From an optimization exercise on the open Yosys and OpenROAD flow, aimed at small area, a short achievable clock period and few clock cycles per item; shortcuts taken in it are not production practice.
The RTL was checked by simulation tests, not by an equivalence proof against the original design.

==> flow/design.v (outline; a module is shown in full before it is edited, if it fits) <==
// module csa_3to2: 14 lines
// module pp_accumulator: 1778 lines
module pp_accumulator #(
   parameter int N = pp_pkg::N_DEF,
   parameter int K = pp_pkg::K_DEF
) (
   input  logic           clk,
   input  logic           rst,
   input  logic           in_valid,
   output logic           in_ready,
   input  logic [N*2*N-1:0] in_pp,
   output logic           out_valid,
   input  logic           out_ready,
   output logic [2*N-1:0] out_product
);
  // ...
==> flow/run.sh <==
#!/bin/bash
# synth_recipe.tcl (not shown) runs the flow's synth.tcl, then flattens the netlist and writes it again
# the make line also repeats each setting of config.mk as NAME=value (left out here)
make -C /OpenROAD-flow-scripts/flow DESIGN_CONFIG=/design/flow/config.mk WORK_HOME=/design/flow/orfs CLKGATE_MAP_FILE= SYNTH_SCRIPT=/design/flow/synth_recipe.tcl finish
==> flow/config.mk <==
export PLATFORM = sky130hd
export DESIGN_NAME = pp_accumulator
export DESIGN_NICKNAME = pp_accumulator
export VERILOG_FILES = /design/flow/design.v
export SDC_FILE = /design/flow/constraint.sdc
export NUM_CORES = 4
export LEC_CHECK = 0
export CAP_MARGIN = 20
export CORE_MARGIN = 2
export CORE_UTILIZATION = 40
export SLEW_MARGIN = 20
==> flow/constraint.sdc <==
create_clock -name core_clock -period 5.0 [get_ports {clk}]
set_input_delay 1.0000 -clock core_clock [delete_from_list [all_inputs] [get_ports {clk}]]
set_output_delay 1.0000 -clock core_clock [all_outputs]
set_load 0.01 [all_outputs]
==> results.json, run 1 <==
{
  "outcome": "finished clean",
  "synth_cell_types": 48,
  "grt_pass1_vias": 12897,
  "crit_type": "primary input to flip-flop",
  "ioPinCount": 550,
  "row_count": 74,
  "first_pass_iters": 4,
  "yosys.area.top_type": "fa_1",
  "top_register": "s1_q",
  "endpoint": "s1_q[37]",
  "htreeDepth": 4,
  "cts_tree": "done",
  "fmax_ghz": 0.250,
  "postPlaceCellArea_mm2": 0.0227,
  "finalSetupTns_ns": 0,
  "crit_chain": "clkdlybuf4s50_1 -> fa_1 -> inv_1 -> fa_1 -> inv_1 -> fa_1 -> fa_1 -> fa_1",
  "layout_min_cycle_time_ns": 4.00,
  "hold_viol": 0,
  "dominant_cells": "multi-input gates",
  "vias_per_cell": 4.28,
  "start_util_pct": 40.5,
  "hold_depth": 1,
  "yosysMostFrequentCell": "inv_1",
  "crit_buf_inv": 3
}
Testbench counts, summed over its fixed seeds: cycles 1,616, items 1,600.
==> inputs of run 2 (changes only) <==
--- a/flow/design.v
+++ b/flow/design.v
@@ -31,17 +31,17 @@
    input  logic           rst,
    input  logic           in_valid,
    output logic           in_ready,
    input  logic [N*2*N-1:0] in_pp,
    output logic           out_valid,
    input  logic           out_ready,
    output logic [2*N-1:0] out_product
 );
-   localparam int NREG = 96;
+   localparam int NREG = 128;
    logic as1;
    logic ac2;
    logic as3;
    logic ac4;
    logic as5;
    logic ac6;
    logic as7;
    logic ac8;
@@ -776,79 +776,79 @@
    logic as737;
    logic ac738;
    logic as739;
    logic ac740;
    logic as741;
    logic ac742;
    logic as743;
    logic as744;
-   logic as745;
-   logic ac746;
-   logic as747;
-   logic ac748;
-   logic as749;
-   logic ac750;
-   logic as751;
-   logic ac752;
-   logic as753;
-   logic ac754;
-   logic as755;
-   logic ac756;
-   logic as757;
-   logic ac758;
-   logic as759;
-   logic ac760;
-   logic as761;
-   logic ac762;
-   logic as763;
-   logic ac764;
-   logic as765;
-   logic ac766;
-   logic as767;
-   logic ac768;
-   logic as769;
-   logic ac770;
-   logic as771;
-   logic ac772;
-   logic as773;
-   logic ac774;
-   logic as775;
-   logic ac776;
-   logic as777;
-   logic ac778;
-   logic as779;
-   logic ac780;
-   logic as781;
-   logic ac782;
-   logic as783;
-   logic ac784;
-   logic as785;
-   logic ac786;
-   logic as787;
-   logic ac788;
-   logic as789;
-   logic ac790;
-   logic as791;
-   logic ac792;
-   logic as793;
-   logic ac794;
-   logic as795;
-   logic ac796;
-   logic as797;
-   logic ac798;
-   logic as799;
-   logic ac800;
-   logic as801;
-   logic ac802;
-   logic as803;
-   logic ac804;
-   logic as805;
-   logic ac806;
-   logic as807;
+   logic bs745;
+   logic bc746;
+   logic bs747;
+   logic bc748;
+   logic bs749;
+   logic bc750;
+   logic bs751;
+   logic bc752;
+   logic bs753;
+   logic bc754;
+   logic bs755;
+   logic bc756;
+   logic bs757;
+   logic bc758;
+   logic bs759;
+   logic bc760;
+   logic bs761;
+   logic bc762;
+   logic bs763;
+   logic bc764;
+   logic bs765;
+   logic bc766;
+   logic bs767;
+   logic bc768;
+   logic bs769;
+   logic bc770;
+   logic bs771;
+   logic bc772;
+   logic bs773;
+   logic bc774;
+   logic bs775;
+   logic bc776;
+   logic bs777;
+   logic bc778;
+   logic bs779;
+   logic bc780;
+   logic bs781;
+   logic bc782;
+   logic bs783;
+   logic bc784;
+   logic bs785;
+   logic bc786;
+   logic bs787;
+   logic bc788;
+   logic bs789;
+   logic bc790;
+   logic bs791;
+   logic bc792;
+   logic bs793;
+   logic bc794;
+   logic bs795;
+   logic bc796;
+   logic bs797;
+   logic bc798;
+   logic bs799;
+   logic bc800;
+   logic bs801;
+   logic bc802;
+   logic bs803;
+   logic bc804;
+   logic bs805;
+   logic bc806;
+   logic bs807;
    logic bs808;
    logic bc809;
    logic bs810;
    logic bc811;
    logic bs812;
    logic bc813;
    logic bs814;
    logic bc815;
@@ -1653,144 +1653,144 @@
    assign as737 = ac601 ^ ac603 ^ ac605;
    assign ac738 = (ac601 & ac603) | (ac601 & ac605) | (ac603 & ac605);
    assign as739 = as612 ^ as614 ^ as616;
    assign ac740 = (as612 & as614) | (as612 & as616) | (as614 & as616);
    assign as741 = ac607 ^ ac609 ^ ac611;
    assign ac742 = (ac607 & ac609) | (ac607 & ac611) | (ac609 & ac611);
    assign as743 = as618 ^ as619 ^ as620;
    assign as744 = ac613 ^ ac615 ^ ac617;
-   assign as745 = as190 ^ as434;
-   assign ac746 = as190 & as434;
-   assign as747 = ac437 ^ as623 ^ as625;
-   assign ac748 = (ac437 & as623) | (ac437 & as625) | (as623 & as625);
-   assign as749 = as627 ^ as629 ^ ac624;
-   assign ac750 = (as627 & as629) | (as627 & ac624) | (as629 & ac624);
-   assign as751 = as631 ^ as633 ^ ac628;
-   assign ac752 = (as631 & as633) | (as631 & ac628) | (as633 & ac628);
-   assign as753 = as635 ^ as637 ^ ac632;
-   assign ac754 = (as635 & as637) | (as635 & ac632) | (as637 & ac632);
-   assign as755 = as639 ^ as641 ^ ac636;
-   assign ac756 = (as639 & as641) | (as639 & ac636) | (as641 & ac636);
-   assign as757 = as643 ^ as645 ^ ac640;
-   assign ac758 = (as643 & as645) | (as643 & ac640) | (as645 & ac640);
-   assign as759 = as647 ^ as649 ^ ac644;
-   assign ac760 = (as647 & as649) | (as647 & ac644) | (as649 & ac644);
-   assign as761 = as651 ^ as653 ^ ac648;
-   assign ac762 = (as651 & as653) | (as651 & ac648) | (as653 & ac648);
-   assign as763 = as655 ^ as657 ^ ac652;
-   assign ac764 = (as655 & as657) | (as655 & ac652) | (as657 & ac652);
-   assign as765 = as659 ^ as661 ^ ac656;
-   assign ac766 = (as659 & as661) | (as659 & ac656) | (as661 & ac656);
-   assign as767 = as663 ^ as665 ^ ac660;
-   assign ac768 = (as663 & as665) | (as663 & ac660) | (as665 & ac660);
-   assign as769 = as667 ^ as669 ^ ac664;
-   assign ac770 = (as667 & as669) | (as667 & ac664) | (as669 & ac664);
-   assign as771 = as671 ^ as673 ^ ac668;
-   assign ac772 = (as671 & as673) | (as671 & ac668) | (as673 & ac668);
-   assign as773 = as675 ^ as677 ^ ac672;
-   assign ac774 = (as675 & as677) | (as675 & ac672) | (as677 & ac672);
-   assign as775 = as679 ^ as681 ^ ac676;
-   assign ac776 = (as679 & as681) | (as679 & ac676) | (as681 & ac676);
-   assign as777 = as683 ^ as685 ^ ac680;
-   assign ac778 = (as683 & as685) | (as683 & ac680) | (as685 & ac680);
-   assign as779 = as687 ^ as689 ^ ac684;
-   assign ac780 = (as687 & as689) | (as687 & ac684) | (as689 & ac684);
-   assign as781 = as691 ^ as693 ^ ac688;
-   assign ac782 = (as691 & as693) | (as691 & ac688) | (as693 & ac688);
-   assign as783 = as695 ^ as697 ^ ac692;
-   assign ac784 = (as695 & as697) | (as695 & ac692) | (as697 & ac692);
-   assign as785 = as699 ^ as701 ^ ac696;
-   assign ac786 = (as699 & as701) | (as699 & ac696) | (as701 & ac696);
-   assign as787 = as703 ^ as705 ^ ac700;
-   assign ac788 = (as703 & as705) | (as703 & ac700) | (as705 & ac700);
-   assign as789 = as707 ^ as709 ^ ac704;
-   assign ac790 = (as707 & as709) | (as707 & ac704) | (as709 & ac704);
-   assign as791 = as711 ^ as713 ^ ac708;
-   assign ac792 = (as711 & as713) | (as711 & ac708) | (as713 & ac708);
-   assign as793 = as715 ^ as717 ^ ac712;
-   assign ac794 = (as715 & as717) | (as715 & ac712) | (as717 & ac712);
-   assign as795 = as719 ^ as721 ^ ac716;
-   assign ac796 = (as719 & as721) | (as719 & ac716) | (as721 & ac716);
-   assign as797 = as723 ^ as725 ^ ac720;
-   assign ac798 = (as723 & as725) | (as723 & ac720) | (as725 & ac720);
-   assign as799 = as727 ^ as729 ^ ac724;
-   assign ac800 = (as727 & as729) | (as727 & ac724) | (as729 & ac724);
-   assign as801 = as731 ^ as733 ^ ac728;
-   assign ac802 = (as731 & as733) | (as731 & ac728) | (as733 & ac728);
-   assign as803 = as735 ^ as737 ^ ac732;
-   assign ac804 = (as735 & as737) | (as735 & ac732) | (as737 & ac732);
-   assign as805 = as739 ^ as741 ^ ac736;
-   assign ac806 = (as739 & as741) | (as739 & ac736) | (as741 & ac736);
-   assign as807 = as743 ^ as744 ^ ac740;
-   assign bs808 = s1_q[0] ^ s1_q[1];
-   assign bc809 = s1_q[0] & s1_q[1];
-   assign bs810 = s1_q[3] ^ s1_q[4] ^ s1_q[5];
-   assign bc811 = (s1_q[3] & s1_q[4]) | (s1_q[3] & s1_q[5]) | (s1_q[4] & s1_q[5]);
-   assign bs812 = s1_q[6] ^ s1_q[7] ^ s1_q[8];
-   assign bc813 = (s1_q[6] & s1_q[7]) | (s1_q[6] & s1_q[8]) | (s1_q[7] & s1_q[8]);
-   assign bs814 = s1_q[9] ^ s1_q[10] ^ s1_q[11];
-   assign bc815 = (s1_q[9] & s1_q[10]) | (s1_q[9] & s1_q[11]) | (s1_q[10] & s1_q[11]);
-   assign bs816 = s1_q[12] ^ s1_q[13] ^ s1_q[14];
-   assign bc817 = (s1_q[12] & s1_q[13]) | (s1_q[12] & s1_q[14]) | (s1_q[13] & s1_q[14]);
-   assign bs818 = s1_q[15] ^ s1_q[16] ^ s1_q[17];
-   assign bc819 = (s1_q[15] & s1_q[16]) | (s1_q[15] & s1_q[17]) | (s1_q[16] & s1_q[17]);
-   assign bs820 = s1_q[18] ^ s1_q[19] ^ s1_q[20];
-   assign bc821 = (s1_q[18] & s1_q[19]) | (s1_q[18] & s1_q[20]) | (s1_q[19] & s1_q[20]);
-   assign bs822 = s1_q[21] ^ s1_q[22] ^ s1_q[23];
-   assign bc823 = (s1_q[21] & s1_q[22]) | (s1_q[21] & s1_q[23]) | (s1_q[22] & s1_q[23]);
-   assign bs824 = s1_q[24] ^ s1_q[25] ^ s1_q[26];
-   assign bc825 = (s1_q[24] & s1_q[25]) | (s1_q[24] & s1_q[26]) | (s1_q[25] & s1_q[26]);
-   assign bs826 = s1_q[27] ^ s1_q[28] ^ s1_q[29];
-   assign bc827 = (s1_q[27] & s1_q[28]) | (s1_q[27] & s1_q[29]) | (s1_q[28] & s1_q[29]);
-   assign bs828 = s1_q[30] ^ s1_q[31] ^ s1_q[32];
-   assign bc829 = (s1_q[30] & s1_q[31]) | (s1_q[30] & s1_q[32]) | (s1_q[31] & s1_q[32]);
-   assign bs830 = s1_q[33] ^ s1_q[34] ^ s1_q[35];
-   assign bc831 = (s1_q[33] & s1_q[34]) | (s1_q[33] & s1_q[35]) | (s1_q[34] & s1_q[35]);
-   assign bs832 = s1_q[36] ^ s1_q[37] ^ s1_q[38];
-   assign bc833 = (s1_q[36] & s1_q[37]) | (s1_q[36] & s1_q[38]) | (s1_q[37] & s1_q[38]);
-   assign bs834 = s1_q[39] ^ s1_q[40] ^ s1_q[41];
-   assign bc835 = (s1_q[39] & s1_q[40]) | (s1_q[39] & s1_q[41]) | (s1_q[40] & s1_q[41]);
-   assign bs836 = s1_q[42] ^ s1_q[43] ^ s1_q[44];
-   assign bc837 = (s1_q[42] & s1_q[43]) | (s1_q[42] & s1_q[44]) | (s1_q[43] & s1_q[44]);
-   assign bs838 = s1_q[45] ^ s1_q[46] ^ s1_q[47];
-   assign bc839 = (s1_q[45] & s1_q[46]) | (s1_q[45] & s1_q[47]) | (s1_q[46] & s1_q[47]);
-   assign bs840 = s1_q[48] ^ s1_q[49] ^ s1_q[50];
-   assign bc841 = (s1_q[48] & s1_q[49]) | (s1_q[48] & s1_q[50]) | (s1_q[49] & s1_q[50]);
-   assign bs842 = s1_q[51] ^ s1_q[52] ^ s1_q[53];
-   assign bc843 = (s1_q[51] & s1_q[52]) | (s1_q[51] & s1_q[53]) | (s1_q[52] & s1_q[53]);
-   assign bs844 = s1_q[54] ^ s1_q[55] ^ s1_q[56];
-   assign bc845 = (s1_q[54] & s1_q[55]) | (s1_q[54] & s1_q[56]) | (s1_q[55] & s1_q[56]);
-   assign bs846 = s1_q[57] ^ s1_q[58] ^ s1_q[59];
-   assign bc847 = (s1_q[57] & s1_q[58]) | (s1_q[57] & s1_q[59]) | (s1_q[58] & s1_q[59]);
-   assign bs848 = s1_q[60] ^ s1_q[61] ^ s1_q[62];
-   assign bc849 = (s1_q[60] & s1_q[61]) | (s1_q[60] & s1_q[62]) | (s1_q[61] & s1_q[62]);
-   assign bs850 = s1_q[63] ^ s1_q[64] ^ s1_q[65];
-   assign bc851 = (s1_q[63] & s1_q[64]) | (s1_q[63] & s1_q[65]) | (s1_q[64] & s1_q[65]);
-   assign bs852 = s1_q[66] ^ s1_q[67] ^ s1_q[68];
-   assign bc853 = (s1_q[66] & s1_q[67]) | (s1_q[66] & s1_q[68]) | (s1_q[67] & s1_q[68]);
-   assign bs854 = s1_q[69] ^ s1_q[70] ^ s1_q[71];
-   assign bc855 = (s1_q[69] & s1_q[70]) | (s1_q[69] & s1_q[71]) | (s1_q[70] & s1_q[71]);
-   assign bs856 = s1_q[72] ^ s1_q[73] ^ s1_q[74];
-   assign bc857 = (s1_q[72] & s1_q[73]) | (s1_q[72] & s1_q[74]) | (s1_q[73] & s1_q[74]);
-   assign bs858 = s1_q[75] ^ s1_q[76] ^ s1_q[77];
-   assign bc859 = (s1_q[75] & s1_q[76]) | (s1_q[75] & s1_q[77]) | (s1_q[76] & s1_q[77]);
-   assign bs860 = s1_q[78] ^ s1_q[79] ^ s1_q[80];
-   assign bc861 = (s1_q[78] & s1_q[79]) | (s1_q[78] & s1_q[80]) | (s1_q[79] & s1_q[80]);
-   assign bs862 = s1_q[81] ^ s1_q[82] ^ s1_q[83];
-   assign bc863 = (s1_q[81] & s1_q[82]) | (s1_q[81] & s1_q[83]) | (s1_q[82] & s1_q[83]);
-   assign bs864 = s1_q[84] ^ s1_q[85] ^ s1_q[86];
-   assign bc865 = (s1_q[84] & s1_q[85]) | (s1_q[84] & s1_q[86]) | (s1_q[85] & s1_q[86]);
-   assign bs866 = s1_q[87] ^ s1_q[88] ^ s1_q[89];
-   assign bc867 = (s1_q[87] & s1_q[88]) | (s1_q[87] & s1_q[89]) | (s1_q[88] & s1_q[89]);
-   assign bs868 = s1_q[90] ^ s1_q[91] ^ s1_q[92];
-   assign bc869 = (s1_q[90] & s1_q[91]) | (s1_q[90] & s1_q[92]) | (s1_q[91] & s1_q[92]);
-   assign bs870 = s1_q[93] ^ s1_q[94] ^ s1_q[95];
-   assign s1_d = {ac806, as807, ac742, ac804, as805, ac738, ac802, as803, ac734, ac800, as801, ac730, ac798, as799, ac726, ac796, as797, ac722, ac794, as795, ac718, ac792, as793, ac714, ac790, as791, ac710, ac788, as789, ac706, ac786, as787, ac702, ac784, as785, ac698, ac782, as783, ac694, ac780, as781, ac690, ac778, as779, ac686, ac776, as777, ac682, ac774, as775, ac678, ac772, as773, ac674, ac770, as771, ac670, ac768, as769, ac666, ac766, as767, ac662, ac764, as765, ac658, ac762, as763, ac654, ac760, as761, ac650, ac758, as759, ac646, ac756, as757, ac642, ac754, as755, ac638, ac752, as753, ac634, ac750, as751, ac630, ac748, as749, ac626, ac746, as747, ac622, as745, as621, as436};
-   assign row_a = {bs870, bs868, bs866, bs864, bs862, bs860, bs858, bs856, bs854, bs852, bs850, bs848, bs846, bs844, bs842, bs840, bs838, bs836, bs834, bs832, bs830, bs828, bs826, bs824, bs822, bs820, bs818, bs816, bs814, bs812, bs810, s1_q[2]};
+   assign bs745 = s1_q[0] ^ s1_q[1];
+   assign bc746 = s1_q[0] & s1_q[1];
+   assign bs747 = s1_q[4] ^ s1_q[5] ^ s1_q[6];
+   assign bc748 = (s1_q[4] & s1_q[5]) | (s1_q[4] & s1_q[6]) | (s1_q[5] & s1_q[6]);
+   assign bs749 = s1_q[8] ^ s1_q[9] ^ s1_q[10];
+   assign bc750 = (s1_q[8] & s1_q[9]) | (s1_q[8] & s1_q[10]) | (s1_q[9] & s1_q[10]);
+   assign bs751 = s1_q[12] ^ s1_q[13] ^ s1_q[14];
+   assign bc752 = (s1_q[12] & s1_q[13]) | (s1_q[12] & s1_q[14]) | (s1_q[13] & s1_q[14]);
+   assign bs753 = s1_q[16] ^ s1_q[17] ^ s1_q[18];
+   assign bc754 = (s1_q[16] & s1_q[17]) | (s1_q[16] & s1_q[18]) | (s1_q[17] & s1_q[18]);
+   assign bs755 = s1_q[20] ^ s1_q[21] ^ s1_q[22];
+   assign bc756 = (s1_q[20] & s1_q[21]) | (s1_q[20] & s1_q[22]) | (s1_q[21] & s1_q[22]);
+   assign bs757 = s1_q[24] ^ s1_q[25] ^ s1_q[26];
+   assign bc758 = (s1_q[24] & s1_q[25]) | (s1_q[24] & s1_q[26]) | (s1_q[25] & s1_q[26]);
+   assign bs759 = s1_q[28] ^ s1_q[29] ^ s1_q[30];
+   assign bc760 = (s1_q[28] & s1_q[29]) | (s1_q[28] & s1_q[30]) | (s1_q[29] & s1_q[30]);
+   assign bs761 = s1_q[32] ^ s1_q[33] ^ s1_q[34];
+   assign bc762 = (s1_q[32] & s1_q[33]) | (s1_q[32] & s1_q[34]) | (s1_q[33] & s1_q[34]);
+   assign bs763 = s1_q[36] ^ s1_q[37] ^ s1_q[38];
+   assign bc764 = (s1_q[36] & s1_q[37]) | (s1_q[36] & s1_q[38]) | (s1_q[37] & s1_q[38]);
+   assign bs765 = s1_q[40] ^ s1_q[41] ^ s1_q[42];
+   assign bc766 = (s1_q[40] & s1_q[41]) | (s1_q[40] & s1_q[42]) | (s1_q[41] & s1_q[42]);
+   assign bs767 = s1_q[44] ^ s1_q[45] ^ s1_q[46];
+   assign bc768 = (s1_q[44] & s1_q[45]) | (s1_q[44] & s1_q[46]) | (s1_q[45] & s1_q[46]);
+   assign bs769 = s1_q[48] ^ s1_q[49] ^ s1_q[50];
+   assign bc770 = (s1_q[48] & s1_q[49]) | (s1_q[48] & s1_q[50]) | (s1_q[49] & s1_q[50]);
+   assign bs771 = s1_q[52] ^ s1_q[53] ^ s1_q[54];
+   assign bc772 = (s1_q[52] & s1_q[53]) | (s1_q[52] & s1_q[54]) | (s1_q[53] & s1_q[54]);
+   assign bs773 = s1_q[56] ^ s1_q[57] ^ s1_q[58];
+   assign bc774 = (s1_q[56] & s1_q[57]) | (s1_q[56] & s1_q[58]) | (s1_q[57] & s1_q[58]);
+   assign bs775 = s1_q[60] ^ s1_q[61] ^ s1_q[62];
+   assign bc776 = (s1_q[60] & s1_q[61]) | (s1_q[60] & s1_q[62]) | (s1_q[61] & s1_q[62]);
+   assign bs777 = s1_q[64] ^ s1_q[65] ^ s1_q[66];
+   assign bc778 = (s1_q[64] & s1_q[65]) | (s1_q[64] & s1_q[66]) | (s1_q[65] & s1_q[66]);
+   assign bs779 = s1_q[68] ^ s1_q[69] ^ s1_q[70];
+   assign bc780 = (s1_q[68] & s1_q[69]) | (s1_q[68] & s1_q[70]) | (s1_q[69] & s1_q[70]);
+   assign bs781 = s1_q[72] ^ s1_q[73] ^ s1_q[74];
+   assign bc782 = (s1_q[72] & s1_q[73]) | (s1_q[72] & s1_q[74]) | (s1_q[73] & s1_q[74]);
+   assign bs783 = s1_q[76] ^ s1_q[77] ^ s1_q[78];
+   assign bc784 = (s1_q[76] & s1_q[77]) | (s1_q[76] & s1_q[78]) | (s1_q[77] & s1_q[78]);
+   assign bs785 = s1_q[80] ^ s1_q[81] ^ s1_q[82];
+   assign bc786 = (s1_q[80] & s1_q[81]) | (s1_q[80] & s1_q[82]) | (s1_q[81] & s1_q[82]);
+   assign bs787 = s1_q[84] ^ s1_q[85] ^ s1_q[86];
+   assign bc788 = (s1_q[84] & s1_q[85]) | (s1_q[84] & s1_q[86]) | (s1_q[85] & s1_q[86]);
+   assign bs789 = s1_q[88] ^ s1_q[89] ^ s1_q[90];
+   assign bc790 = (s1_q[88] & s1_q[89]) | (s1_q[88] & s1_q[90]) | (s1_q[89] & s1_q[90]);
+   assign bs791 = s1_q[92] ^ s1_q[93] ^ s1_q[94];
+   assign bc792 = (s1_q[92] & s1_q[93]) | (s1_q[92] & s1_q[94]) | (s1_q[93] & s1_q[94]);
+   assign bs793 = s1_q[96] ^ s1_q[97] ^ s1_q[98];
+   assign bc794 = (s1_q[96] & s1_q[97]) | (s1_q[96] & s1_q[98]) | (s1_q[97] & s1_q[98]);
+   assign bs795 = s1_q[100] ^ s1_q[101] ^ s1_q[102];
+   assign bc796 = (s1_q[100] & s1_q[101]) | (s1_q[100] & s1_q[102]) | (s1_q[101] & s1_q[102]);
+   assign bs797 = s1_q[104] ^ s1_q[105] ^ s1_q[106];
+   assign bc798 = (s1_q[104] & s1_q[105]) | (s1_q[104] & s1_q[106]) | (s1_q[105] & s1_q[106]);
+   assign bs799 = s1_q[108] ^ s1_q[109] ^ s1_q[110];
+   assign bc800 = (s1_q[108] & s1_q[109]) | (s1_q[108] & s1_q[110]) | (s1_q[109] & s1_q[110]);
+   assign bs801 = s1_q[112] ^ s1_q[113] ^ s1_q[114];
+   assign bc802 = (s1_q[112] & s1_q[113]) | (s1_q[112] & s1_q[114]) | (s1_q[113] & s1_q[114]);
+   assign bs803 = s1_q[116] ^ s1_q[117] ^ s1_q[118];
+   assign bc804 = (s1_q[116] & s1_q[117]) | (s1_q[116] & s1_q[118]) | (s1_q[117] & s1_q[118]);
+   assign bs805 = s1_q[120] ^ s1_q[121] ^ s1_q[122];
+   assign bc806 = (s1_q[120] & s1_q[121]) | (s1_q[120] & s1_q[122]) | (s1_q[121] & s1_q[122]);
+   assign bs807 = s1_q[124] ^ s1_q[125] ^ s1_q[126];
+   assign bs808 = s1_q[2] ^ s1_q[3];
+   assign bc809 = s1_q[2] & s1_q[3];
+   assign bs810 = s1_q[7] ^ bs747 ^ bc746;
+   assign bc811 = (s1_q[7] & bs747) | (s1_q[7] & bc746) | (bs747 & bc746);
+   assign bs812 = s1_q[11] ^ bs749 ^ bc748;
+   assign bc813 = (s1_q[11] & bs749) | (s1_q[11] & bc748) | (bs749 & bc748);
+   assign bs814 = s1_q[15] ^ bs751 ^ bc750;
+   assign bc815 = (s1_q[15] & bs751) | (s1_q[15] & bc750) | (bs751 & bc750);
+   assign bs816 = s1_q[19] ^ bs753 ^ bc752;
+   assign bc817 = (s1_q[19] & bs753) | (s1_q[19] & bc752) | (bs753 & bc752);
+   assign bs818 = s1_q[23] ^ bs755 ^ bc754;
+   assign bc819 = (s1_q[23] & bs755) | (s1_q[23] & bc754) | (bs755 & bc754);
+   assign bs820 = s1_q[27] ^ bs757 ^ bc756;
+   assign bc821 = (s1_q[27] & bs757) | (s1_q[27] & bc756) | (bs757 & bc756);
+   assign bs822 = s1_q[31] ^ bs759 ^ bc758;
+   assign bc823 = (s1_q[31] & bs759) | (s1_q[31] & bc758) | (bs759 & bc758);
+   assign bs824 = s1_q[35] ^ bs761 ^ bc760;
+   assign bc825 = (s1_q[35] & bs761) | (s1_q[35] & bc760) | (bs761 & bc760);
+   assign bs826 = s1_q[39] ^ bs763 ^ bc762;
+   assign bc827 = (s1_q[39] & bs763) | (s1_q[39] & bc762) | (bs763 & bc762);
+   assign bs828 = s1_q[43] ^ bs765 ^ bc764;
+   assign bc829 = (s1_q[43] & bs765) | (s1_q[43] & bc764) | (bs765 & bc764);
+   assign bs830 = s1_q[47] ^ bs767 ^ bc766;
+   assign bc831 = (s1_q[47] & bs767) | (s1_q[47] & bc766) | (bs767 & bc766);
+   assign bs832 = s1_q[51] ^ bs769 ^ bc768;
+   assign bc833 = (s1_q[51] & bs769) | (s1_q[51] & bc768) | (bs769 & bc768);
+   assign bs834 = s1_q[55] ^ bs771 ^ bc770;
+   assign bc835 = (s1_q[55] & bs771) | (s1_q[55] & bc770) | (bs771 & bc770);
+   assign bs836 = s1_q[59] ^ bs773 ^ bc772;
+   assign bc837 = (s1_q[59] & bs773) | (s1_q[59] & bc772) | (bs773 & bc772);
+   assign bs838 = s1_q[63] ^ bs775 ^ bc774;
+   assign bc839 = (s1_q[63] & bs775) | (s1_q[63] & bc774) | (bs775 & bc774);
+   assign bs840 = s1_q[67] ^ bs777 ^ bc776;
+   assign bc841 = (s1_q[67] & bs777) | (s1_q[67] & bc776) | (bs777 & bc776);
+   assign bs842 = s1_q[71] ^ bs779 ^ bc778;
+   assign bc843 = (s1_q[71] & bs779) | (s1_q[71] & bc778) | (bs779 & bc778);
+   assign bs844 = s1_q[75] ^ bs781 ^ bc780;
+   assign bc845 = (s1_q[75] & bs781) | (s1_q[75] & bc780) | (bs781 & bc780);
+   assign bs846 = s1_q[79] ^ bs783 ^ bc782;
+   assign bc847 = (s1_q[79] & bs783) | (s1_q[79] & bc782) | (bs783 & bc782);
+   assign bs848 = s1_q[83] ^ bs785 ^ bc784;
+   assign bc849 = (s1_q[83] & bs785) | (s1_q[83] & bc784) | (bs785 & bc784);
+   assign bs850 = s1_q[87] ^ bs787 ^ bc786;
+   assign bc851 = (s1_q[87] & bs787) | (s1_q[87] & bc786) | (bs787 & bc786);
+   assign bs852 = s1_q[91] ^ bs789 ^ bc788;
+   assign bc853 = (s1_q[91] & bs789) | (s1_q[91] & bc788) | (bs789 & bc788);
+   assign bs854 = s1_q[95] ^ bs791 ^ bc790;
+   assign bc855 = (s1_q[95] & bs791) | (s1_q[95] & bc790) | (bs791 & bc790);
+   assign bs856 = s1_q[99] ^ bs793 ^ bc792;
+   assign bc857 = (s1_q[99] & bs793) | (s1_q[99] & bc792) | (bs793 & bc792);
+   assign bs858 = s1_q[103] ^ bs795 ^ bc794;
+   assign bc859 = (s1_q[103] & bs795) | (s1_q[103] & bc794) | (bs795 & bc794);
+   assign bs860 = s1_q[107] ^ bs797 ^ bc796;
+   assign bc861 = (s1_q[107] & bs797) | (s1_q[107] & bc796) | (bs797 & bc796);
+   assign bs862 = s1_q[111] ^ bs799 ^ bc798;
+   assign bc863 = (s1_q[111] & bs799) | (s1_q[111] & bc798) | (bs799 & bc798);
+   assign bs864 = s1_q[115] ^ bs801 ^ bc800;
+   assign bc865 = (s1_q[115] & bs801) | (s1_q[115] & bc800) | (bs801 & bc800);
+   assign bs866 = s1_q[119] ^ bs803 ^ bc802;
+   assign bc867 = (s1_q[119] & bs803) | (s1_q[119] & bc802) | (bs803 & bc802);
+   assign bs868 = s1_q[123] ^ bs805 ^ bc804;
+   assign bc869 = (s1_q[123] & bs805) | (s1_q[123] & bc804) | (bs805 & bc804);
+   assign bs870 = s1_q[127] ^ bs807 ^ bc806;
+   assign s1_d = {ac742, ac740, as744, as743, ac738, ac736, as741, as739, ac734, ac732, as737, as735, ac730, ac728, as733, as731, ac726, ac724, as729, as727, ac722, ac720, as725, as723, ac718, ac716, as721, as719, ac714, ac712, as717, as715, ac710, ac708, as713, as711, ac706, ac704, as709, as707, ac702, ac700, as705, as703, ac698, ac696, as701, as699, ac694, ac692, as697, as695, ac690, ac688, as693, as691, ac686, ac684, as689, as687, ac682, ac680, as685, as683, ac678, ac676, as681, as679, ac674, ac672, as677, as675, ac670, ac668, as673, as671, ac666, ac664, as669, as667, ac662, ac660, as665, as663, ac658, ac656, as661, as659, ac654, ac652, as657, as655, ac650, ac648, as653, as651, ac646, ac644, as649, as647, ac642, ac640, as645, as643, ac638, ac636, as641, as639, ac634, ac632, as637, as635, ac630, ac628, as633, as631, ac626, ac624, as629, as627, ac622, as625, as623, ac437, as621, as436, as434, as190};
+   assign row_a = {bs870, bs868, bs866, bs864, bs862, bs860, bs858, bs856, bs854, bs852, bs850, bs848, bs846, bs844, bs842, bs840, bs838, bs836, bs834, bs832, bs830, bs828, bs826, bs824, bs822, bs820, bs818, bs816, bs814, bs812, bs810, bs745};
    assign row_b = {bc869, bc867, bc865, bc863, bc861, bc859, bc857, bc855, bc853, bc851, bc849, bc847, bc845, bc843, bc841, bc839, bc837, bc835, bc833, bc831, bc829, bc827, bc825, bc823, bc821, bc819, bc817, bc815, bc813, bc811, bc809, bs808};
    always_ff @(posedge clk or posedge rst) begin
       if (rst) begin
          v1        <= 1'b0;
          out_valid <= 1'b0;
       end else begin
          if (en1) v1 <= in_valid;
          if (adv) out_valid <= v1;
==> results.json, run 2 <==
{
  "syn_to_final_growth_pct": 39.3,
  "vias": 11238,
  "async_flop_share_pct": 1.23,
  "slew_headroom_pct": 65.0,
  "tightest_slew_ns": 0.524,
  "outcome": "finished clean",
  "rsz0062_at_grt": "no",
  "grt_overflow": 0,
  "crit_type": "flip-flop to flip-flop",
  "worstPathMaxFanout": 3,
  "synth_edf_count": 160,
  "syn_area_mm2": 0.0174,
  "detail_route.wl_per_cell_um": 16.0,
  "finalWirelength_mm": 41.3,
  "finalSetupTns_ns": 0,
  "finalSetupViolations": 0,
  "route.detailed.drc": 0,
  "n_fill_cell": 3749,
  "cts_setup_buffers": 0,
  "fmax_ghz": 0.270,
  "core_mm2": 0.0431,
  "grt_pass1_wl_mm": 65.3,
  "worst_ep_required_time_ns": 5.31,
  "top_regs": "s1_q (128), out_product (32)",
  "max-cap-violations": 0,
  "die_h_um": 213,
  "synth_cell_types": 49,
  "largest_reg_flops": 128,
  "mostFrequentLayoutCells": "578 x inv_1, 549 x clkdlybuf4s50_1, 421 x fa_1, 160 x edfxtp_1, 45 x xnor2_1",
  "yosysMostFrequentCell": "inv_1",
  "worstPathArrival_ns": 4.01,
  "start_util_pct": 40.5,
  "whs_ns": 0.554,
  "end_kind": "flip-flop",
  "skew_ns": 0.0111,
  "cts_buffers": 17,
  "netlist_top_cells_count": "578 x inv_1, 421 x fa_1, 160 x edfxtp_1, 45 x xnor2_1, 39 x ha_1",
  "holdBufCountCts": 0,
  "ioPinCount": 550,
  "clk_pin_slew_worst_paths_ns": 0.07,
  "clock_latency_ns": 0.44,
  "design.die.area_mm2": 0.0453,
  "htreeDepth": 4,
  "final_common_cell": "inv_1",
  "clkSinkCount": 162,
  "place.gp.congestion": 0.814,
  "place_hpwl_mm": 37.7,
  "top_register": "s1_q",
  "nNetsFinal": 2963,
  "antenna_found_initial": 0,
  "yosysSeqAreaShare_pct": 27.8,
  "grt_max_degree": 65,
  "antennaDiodeCount": 0,
  "grt_util_all_layers_pct": 19.0,
  "ys.warnings.count": 1,
  "setup_ws_ns": 1.30,
  "portBuffers": 549,
  "hold_viol": 0,
  "synth_ff_type": "edfxtp_1",
  "drive_gt1_share_pct": 2.35,
  "cts_root_buf": "clkbuf_16",
  "ys_ff_latch": 162,
  "first_pass_iters": 4,
  "clk_path_buf_depth": 2,
  "hold_class": "flip-flop to flip-flop",
  "syn_nets": 2395,
  "cts_tree": "done",
  "synth.area.top_cells": "fa_1 48%, edfxtp_1 28%, inv_1 12%, ha_1 2.8%, xnor2_1 2.3%",
  "slew_violations": 0,
  "syn_inst": 1419,
  "antenna_left": 0,
  "worst_setup_path_start_kind": "flip-flop",
  "finalCritPeriodShare_pct": 74.1,
  "die_w_um": 213,
  "drtIter0Drc": 354,
  "grt_pass1_vias": 13246,
  "yosys.area.top_type": "fa_1",
  "ctsResizeCount": 0,
  "synth_top_area_share_pct": 48.3,
  "row_count": 76,
  "avgSynthCellArea_um2": 12.3,
  "dp_slack_ns": 1.09,
  "vias_per_cell": 4.35,
  "layout_min_cycle_time_ns": 3.70
}
run 2: cell count changes after synthesis, sizes merged, moves of 4 or more:
cell,previous run,this run
a21o,7,19
a21oi,31,22
a31oi,0,6
and3,2,6
clkbuf,0,4
edfxtp,128,160
inv,610,578
nand2,18,13
run 2: critical path, stage by stage, from the launching register on:
cell	delay, ns
edfxtp_1	0.32
inv_1	0.05
fa_1	0.53
inv_1	0.05
fa_1	0.49
ha_1	0.32
a211oi_2	0.31
o211ai_2	0.15
a211oi_2	0.26
o21ai_2	0.12
o311a_1	0.37
or4_1	0.52
nand3_1	0.08
run 2: logic make-up (layout without fill, tap and decap cells):
kind of cell             count (synthesis)  count (layout)  synth area share, %
XOR/XNOR                                58              58                 2.91
buffers and inverters                  582            1163                 12.5
AO/OA/AOI/OAI                           93              93                 3.74
adder cells (fa/ha/maj)                460             460                 51.1
flip-flops                             162             162                 27.8
AND/OR/NAND/NOR                         64              64                 1.90
run 2: final timing paths:
check / from / to / slack (ns) / cells past startpoint
setup / recovery: s1_q[4] / out_product[31] / 1.30 / 12
hold / removal: v1 / out_valid / 0.55 / 1
setup reg to reg: s1_q[4] / out_product[31] / 1.30 / 12
hold reg to reg: v1 / out_valid / 0.55 / 1
max in group asynchronous: rst / v1 / 4.13 / 2
min in group asynchronous: rst / out_valid / 0.77 / 2
run 2: area by class of cell:
| cell class | instances | area [um2] | area share, % |
|---|---|---|---|
| multi-input cells | 675 | 10400 | 42.8 |
| clock inverters | 15 | 165 | 0.679 |
| clock buffers | 17 | 425 | 1.75 |
| repair buffers | 553 | 5550 | 22.8 |
| well taps | 585 | 732 | 3.01 |
| inverters | 578 | 2170 | 8.93 |
| flip-flops and latches | 162 | 4850 | 20.0 |
run 2: layer usage:
layer,wire length [um],GRT usage [%],vias up
met2,22500,35.6,350
met1,15300,22.0,5653
met4,742,4.49,0
li1,-,-,5194
met3,2700,4.25,41
met5,0,0,-
run 2: stage by stage:
step / util [%] / area (um2) / instances
after floorplan: - / 17400 / 1419
after global placement: 55.0 / 23700 / 2552
after detailed placement: 55.1 / 23700 / 2553
after CTS: 56.4 / 24300 / 2585
after global routing: 56.4 / 24300 / 2585
final: 56.4 / 24300 / 2585
Testbench counts of run 2, summed over its fixed seeds: cycles 1,616, items 1,600.
==> inputs of run 3 (changes only) <==
==> flow/flow/run.sh (new file) <==
#!/bin/bash
# Own layout flow: the standard ORFS flow with two changes.
#  - Yosys's generic synth skips its early "abc -fast" pass (SYNTH_ARGS=-noabc) so the
#    3:2 counters of the adder tree reach extract_fa as written and map to full-adder
#    cells without polarity inverters between them. Registers are unchanged.
#  - Ports are buffered with sky130_fd_sc_hd__buf_1 instead of the default delay buffer.
set -euo pipefail
bash standard.sh SYNTH_ARGS=-noabc "BUFFER_PORTS_ARGS=-buffer_cell sky130_fd_sc_hd__buf_1" finish > flow_make.log 2>&1
==> flow/standard.sh (new file) <==
#!/bin/bash
# synth_recipe.tcl (not shown) runs the flow's synth.tcl, then flattens the netlist and writes it again
# the make line also repeats each setting of config.mk as NAME=value (left out here)
make -C /OpenROAD-flow-scripts/flow DESIGN_CONFIG=/design/flow/config.mk WORK_HOME=/design/flow/orfs CLKGATE_MAP_FILE= SYNTH_SCRIPT=/design/flow/synth_recipe.tcl "${@:-finish}"
removed: flow/run.sh
==> results.json, run 3 <==
{
  "start_util_pct": 40.7,
  "syn_inst": 859,
  "grt.busiest_layer": "met2",
  "grt_max_degree": 70,
  "htreeDepth": 4,
  "rr_endpoint": "out_product[31]",
  "row_count": 71,
  "rrSetupSlack_ns": 1.42,
  "synth_ff_type": "edfxtp_1",
  "ioPinCount": 550,
  "grt_overflow": 0,
  "slew_violations": 0,
  "route.detailed.drc": 0,
  "whs_ns": 0.400,
  "grt_pass1_wl_mm": 52.9,
  "outcome": "finished clean",
  "clk_path_buf_depth": 2,
  "first_pass_iters": 4,
  "place.gp.congestion": 0.847,
  "r2r_start": "s1_q[24]",
  "crit_type": "flip-flop to flip-flop",
  "drive_gt1_share_pct": 3.20,
  "mostFrequentLayoutCells": "549 x buf_1, 421 x fa_1, 160 x edfxtp_1, 39 x ha_1, 38 x xnor2_1",
  "cts_tree": "done",
  "vias_per_cell": 4.71,
  "layout_min_cycle_time_ns": 3.58,
  "antenna_found_initial": 0,
  "die_w_um": 200,
  "synth_top_area_share_pct": 55.0,
  "design.die.area_mm2": 0.0399,
  "end_kind": "flip-flop",
  "grt_util_all_layers_pct": 17.8,
  "multiInputGateArea_mm2": 0.0104,
  "worstPathMaxFanout": 6,
  "grtUsageMet3_pct": 3.04,
  "die_h_um": 200,
  "yosysSeqAreaShare_pct": 31.7,
  "netlist_top_cells_count": "421 x fa_1, 160 x edfxtp_1, 39 x ha_1, 38 x xnor2_1, 32 x a21oi_1",
  "grt_pass1_vias": 10668,
  "endpoint": "out_product[31]",
  "largest_reg_flops": 128,
  "seqCellArea_mm2": 0.00485,
  "hold_viol": 0,
  "tightest_slew_ns": 0.857,
  "ys_ff_latch": 162,
  "ys.warnings.count": 1,
  "synth_cell_types": 50,
  "worstPathArrival_ns": 3.75,
  "finalSetupViolations": 0,
  "syn_nets": 1835,
  "ctsResizeCount": 0,
  "antenna_left": 0,
  "finalSetupTns_ns": 0,
  "clk_pin_slew_worst_paths_ns": 0.07,
  "holdBufCountCts": 0,
  "yosys.area.top_type": "fa_1",
  "nNetsFinal": 2400,
  "top_register": "s1_q",
  "antennaDiodeCount": 0,
  "clkSinkCount": 162,
  "r2r.worst_path.cells": 10,
  "synth_edf_count": 160,
  "cts_setup_buffers": 0,
  "vias": 9166,
  "core_mm2": 0.0377,
  "fmax_ghz": 0.280,
  "portBuffers": 549,
  "grtUsageMet2_pct": 32.8,
  "synth.area.top_cells": "fa_1 55%, edfxtp_1 31%, ha_1 3.2%, xnor2_1 2.2%, xor2_1 1.1%",
  "syn_area_mm2": 0.0153,
  "drtIter0Drc": 289,
  "yosysMostFrequentCell": "fa_1",
  "hold_class": "primary input to async pin",
  "avgSynthCellArea_um2": 17.8,
  "finalWirelength_mm": 34.1,
  "final_common_cell": "buf_1",
  "setup_ws_ns": 1.42,
  "dp_slack_ns": 1.45,
  "async_flop_share_pct": 1.23,
  "max-cap-violations": 0,
  "syn_to_final_growth_pct": 21.6,
  "clock_latency_ns": 0.43,
  "slew_headroom_pct": 42.8,
  "top_regs": "s1_q (128), out_product (32)",
  "worst_setup_path_start_kind": "flip-flop",
  "place_hpwl_mm": 31.3,
  "finalCritPeriodShare_pct": 71.5,
  "skew_ns": 0.0112,
  "cts_buffers": 17,
  "crit_start": "s1_q[24]",
  "detail_route.wl_per_cell_um": 17.5,
  "cts_root_buf": "clkbuf_16",
  "rsz0062_at_grt": "no",
  "n_fill_cell": 3323,
  "grt_util_met1_pct": 21.6,
  "worst_ep_required_time_ns": 5.17
}
==> run 3: worst min path at each step <==
stage / end / slack [ns]
2_1_floorplan: out_valid / 0.46
3_3_place_gp: out_valid / 0.53
3_5_place_dp: out_valid / 0.54
4_1_cts: out_valid / 0.38
5_1_grt: v1 / 0.39
6_report: out_valid / 0.40
==> run 3: critical path, cell delays in order (launching register included) <==
cell	delay, ns
edfxtp_1	0.41
fa_1	0.58
fa_1	0.43
ha_1	0.37
a21o_1	0.24
a211oi_1	0.38
a211o_1	0.25
a31oi_2	0.13
a211oi_1	0.27
o21bai_1	0.11
xnor2_1	0.12
==> run 3: cell families (layout without fill, tap and decap cells) <==
group	after synthesis	count (layout)	share of synthesized area, %
fa+ha+maj	460	460	58.2
flops	162	162	31.7
compound gates	95	95	4.09
simple gates	73	73	2.34
xor+xnor	58	58	3.32
buf+inv	10	588	0.310
mux	1	1	0.0653
==> run 3: per-stage QoR <==
step           instances  util (%)  cell area (um2)
2_1_floorplan        859         -            15300
3_3_place_gp        1916      47.9            18000
3_5_place_dp        1916      47.9            18000
4_1_cts             1948      49.5            18600
5_1_grt             1948      49.5            18600
6_report            1948      49.5            18600
==> run 3: final cells by class <==
cell class / count / share of cell area (%)
clock buffer: 17 / 2.28
multi-input combinational: 687 / 56.0
clock inverter: 15 / 0.934
tap: 511 / 3.43
timing repair buffer: 551 / 11.2
sequential: 162 / 26.1
inverter: 5 / 0.101
==> run 3: layer usage <==
metal,up-vias,wire length (um)
met1,4741,12800
li1,4076,-
met5,-,0
met4,0,544
met2,325,18900
met3,24,1870
==> inputs of run 4 (changes only) <==
--- a/flow/config.mk
+++ b/flow/config.mk
@@ -6,6 +6,8 @@
 export NUM_CORES = 4
 export LEC_CHECK = 0
+export ABC_CLOCK_PERIOD_IN_PS = 2500
 export CAP_MARGIN = 20
 export CORE_MARGIN = 2
 export CORE_UTILIZATION = 40
+export SETUP_SLACK_MARGIN = 2.5
 export SLEW_MARGIN = 20
==> results.json, run 4 <==
{
  "outcome": "finished clean",
  "syn_nets": 1835,
  "worst_setup_path_start_kind": "flip-flop",
  "avgSynthCellArea_um2": 17.8,
  "ys_ff_latch": 162,
  "worstPathArrival_ns": 3.60,
  "syn_inst": 859,
  "route.detailed.drc": 0,
  "hold_viol": 0,
  "clk_path_buf_depth": 2,
  "finalSetupViolations": 0,
  "largest_reg_flops": 128,
  "grt_max_degree": 130,
  "slew_headroom_pct": 34.4,
  "grt_util_all_layers_pct": 18.2,
  "vias_per_cell": 4.66,
  "final_area_mm2": 0.0203,
  "layout_min_cycle_time_ns": 3.42,
  "worst_ep_required_time_ns": 5.18,
  "start_util_pct": 40.7,
  "max-cap-violations": 0,
  "clock_latency_ns": 0.43,
  "rr_endpoint": "out_product[21]",
  "drive_gt1_share_pct": 25.0,
  "synth_edf_count": 160,
  "yosysSeqAreaShare_pct": 31.7,
  "first_pass_iters": 4,
  "antenna_found_initial": 0,
  "mostFrequentLayoutCells": "468 x buf_1, 273 x fa_1, 160 x edfxtp_1, 148 x fa_2, 76 x buf_6",
  "die_w_um": 200,
  "top_regs": "s1_q (128), out_product (32)",
  "postPlaceCellArea_mm2": 0.0183,
  "n_fill_cell": 3111,
  "finalWirelength_mm": 35.4,
  "tightest_slew_ns": 0.984,
  "finalSetupTns_ns": 0,
  "finalCritPeriodShare_pct": 68.4,
  "async_flop_share_pct": 1.23,
  "grt_overflow": 0,
  "slew_violations": 0,
  "crit_type": "flip-flop to flip-flop",
  "synth_ff_type": "edfxtp_1",
  "antenna_left": 0,
  "end_kind": "flip-flop",
  "r2r.worst_path.cells": 11,
  "cts_root_buf": "clkbuf_16",
  "portBuffers": 549,
  "top_register": "s1_q",
  "clk_pin_slew_worst_paths_ns": 0.07,
  "place.gp.congestion": 0.799,
  "syn_to_final_growth_pct": 32.2,
  "seqCellArea_mm2": 0.00485,
  "syn_area_mm2": 0.0153,
  "cts_buffers": 17,
  "grt_pass1_wl_mm": 54.2,
  "core_mm2": 0.0377,
  "skew_ns": 0.0124,
  "hold_class": "primary input to async pin",
  "ioPinCount": 550,
  "synth.area.top_cells": "fa_1 55%, edfxtp_1 31%, ha_1 3.2%, xnor2_1 2.2%, xor2_1 1.1%",
  "yosys.area.top_type": "fa_1",
  "synth_cell_types": 50,
  "row_count": 71,
  "ys.warnings.count": 1,
  "fin_util_pct": 53.8,
  "yosysMostFrequentCell": "fa_1",
  "place_hpwl_mm": 31.2,
  "r2r_start": "s1_q[26]",
  "crit_start": "s1_q[26]",
  "multiInputGateArea_mm2": 0.0114,
  "whs_ns": 0.416,
  "htreeDepth": 4,
  "final_common_cell": "buf_1",
  "synth_top_area_share_pct": 55.0,
  "rrSetupSlack_ns": 1.58,
  "detail_route.wl_per_cell_um": 17.9,
  "fmax_ghz": 0.292,
  "rsz0062_at_grt": "yes",
  "nNetsFinal": 2423,
  "clkSinkCount": 162,
  "grt_pass1_vias": 10800,
  "die_h_um": 200,
  "vias": 9182,
  "drtIter0Drc": 206,
  "cts_tree": "done",
  "worstPathMaxFanout": 4,
  "design.die.area_mm2": 0.0399,
  "netlist_top_cells_count": "421 x fa_1, 160 x edfxtp_1, 39 x ha_1, 38 x xnor2_1, 32 x a21oi_1",
  "antennaDiodeCount": 0
}
[run 4: cell counts after synthesis]
Identical to the previous run, type by type.
[run 4: per-layer routing]
layer | GRT usage (%) | routed length (um) | vias up
met3 | 3.00 | 1870 | 21
met1 | 22.0 | 13200 | 4726
met4 | 3.90 | 379 | 0
met2 | 34.0 | 19900 | 319
met5 | 0 | 0 | -
li1 | - | - | 4116
[run 4: final cells by class]
| cell class | count | share of cell area [%] |
|---|---|---|
| timing repair buffer | 574 | 14.0 |
| clock inverter | 14 | 0.642 |
| sequential | 162 | 24.0 |
| clock buffer | 18 | 2.12 |
| multi-input combinational | 687 | 56.1 |
| inverter | 5 | 0.0926 |
| tap | 511 | 3.16 |
[run 4: worst max-delay path: stages, from the launching register on]
cell and delay, ns:
edfxtp_1 0.40, fa_1 0.60, fa_1 0.47, ha_4 0.29, a21o_1 0.25, a211oi_4 0.28, buf_4 0.18, a21oi_4 0.07
o211ai_4 0.24, o21ai_4 0.12, buf_6 0.14, xor2_2 0.13
[run 4: worst max path at each step]
stage | to | slack (ns) | depth (start not counted)
final | out_product[21] | 1.58 | 11
after global placement | out_product[28] | 1.37 | 10
after global routing | out_product[31] | 1.50 | 10
after detailed placement | out_product[28] | 1.37 | 10
after floorplan | s1_q[104] | 1.83 | 4
after CTS | out_product[31] | 1.60 | 10
[run 4: metrics by stage]
step	setup WS [ns]	cells
3_3_place_gp	1.37	1915
2_1_floorplan	1.83	859
3_5_place_dp	1.37	1915
4_1_cts	1.60	1957
5_1_grt	1.50	1971
6_report	1.58	1971
[run 4: cell families (layout without fill, tap and decap cells)]
family | after synthesis | after routing | synth area share, %
adders and majority gates | 460 | 460 | 58.2
buffers and inverters | 10 | 611 | 0.310
and+or+nand+nor | 73 | 73 | 2.34
xor gates and xnor gates | 58 | 58 | 3.32
muxes | 1 | 1 | 0.0653
AOI/OAI and AO/OA | 95 | 95 | 4.09
DFF | 162 | 162 | 31.7
[run 4: what timing repair did]
action / 4_1_cts / 5_1_grt
buffers inserted: 10 / 14
hold buffers: 0 / 0
endpoints found under the setup margin: 146 / 146
gates resized for setup: 207 / 163
pin swaps: 118 / 87

-- separate check: timing with driven ports --
How much do the figures lean on ideal ports? The routed layouts below were timed once more, with nothing changed but the port constraints. Step 1 assumes that a clkbuf_16 drives the clock port and a buf_2 every other input. Step 2 adds t to the input delays and takes it off the output delays; t is the mean of the earliest and latest rising clock arrival at the registers after step 1. Input paths then give back, and output paths get back, about the clock's delay inside the block. Three values: no drivers, after step 1, after step 2; two values: the first two.
| run | t, ns | slack for setup (ns) | latest minus earliest clock arrival (ns) | worst slew at a driven data input, ns | cell pins on the clock port's net |
|---|---|---|---|---|---|
| run 1 | 0.481 | 0.999 / 1.031 / 0.550 | 0.012 / 0.012 | 0.11 | 1 |
| run 2 | 0.482 | 1.296 / 1.296 / 1.128 | 0.012 / 0.011 | 0.09 | 1 |
| run 3 | 0.475 | 1.424 / 1.424 / 1.424 | 0.012 / 0.011 | 0.09 | 1 |
| run 4 | 0.473 | 1.578 / 1.578 / 1.578 | 0.017 / 0.017 | 0.09 | 1 |
After both steps setup and hold are still met in every run listed. For run 1, which loses most, drivers alone change the setup slack by +0.032 ns; drivers and shift together by -0.449 ns.
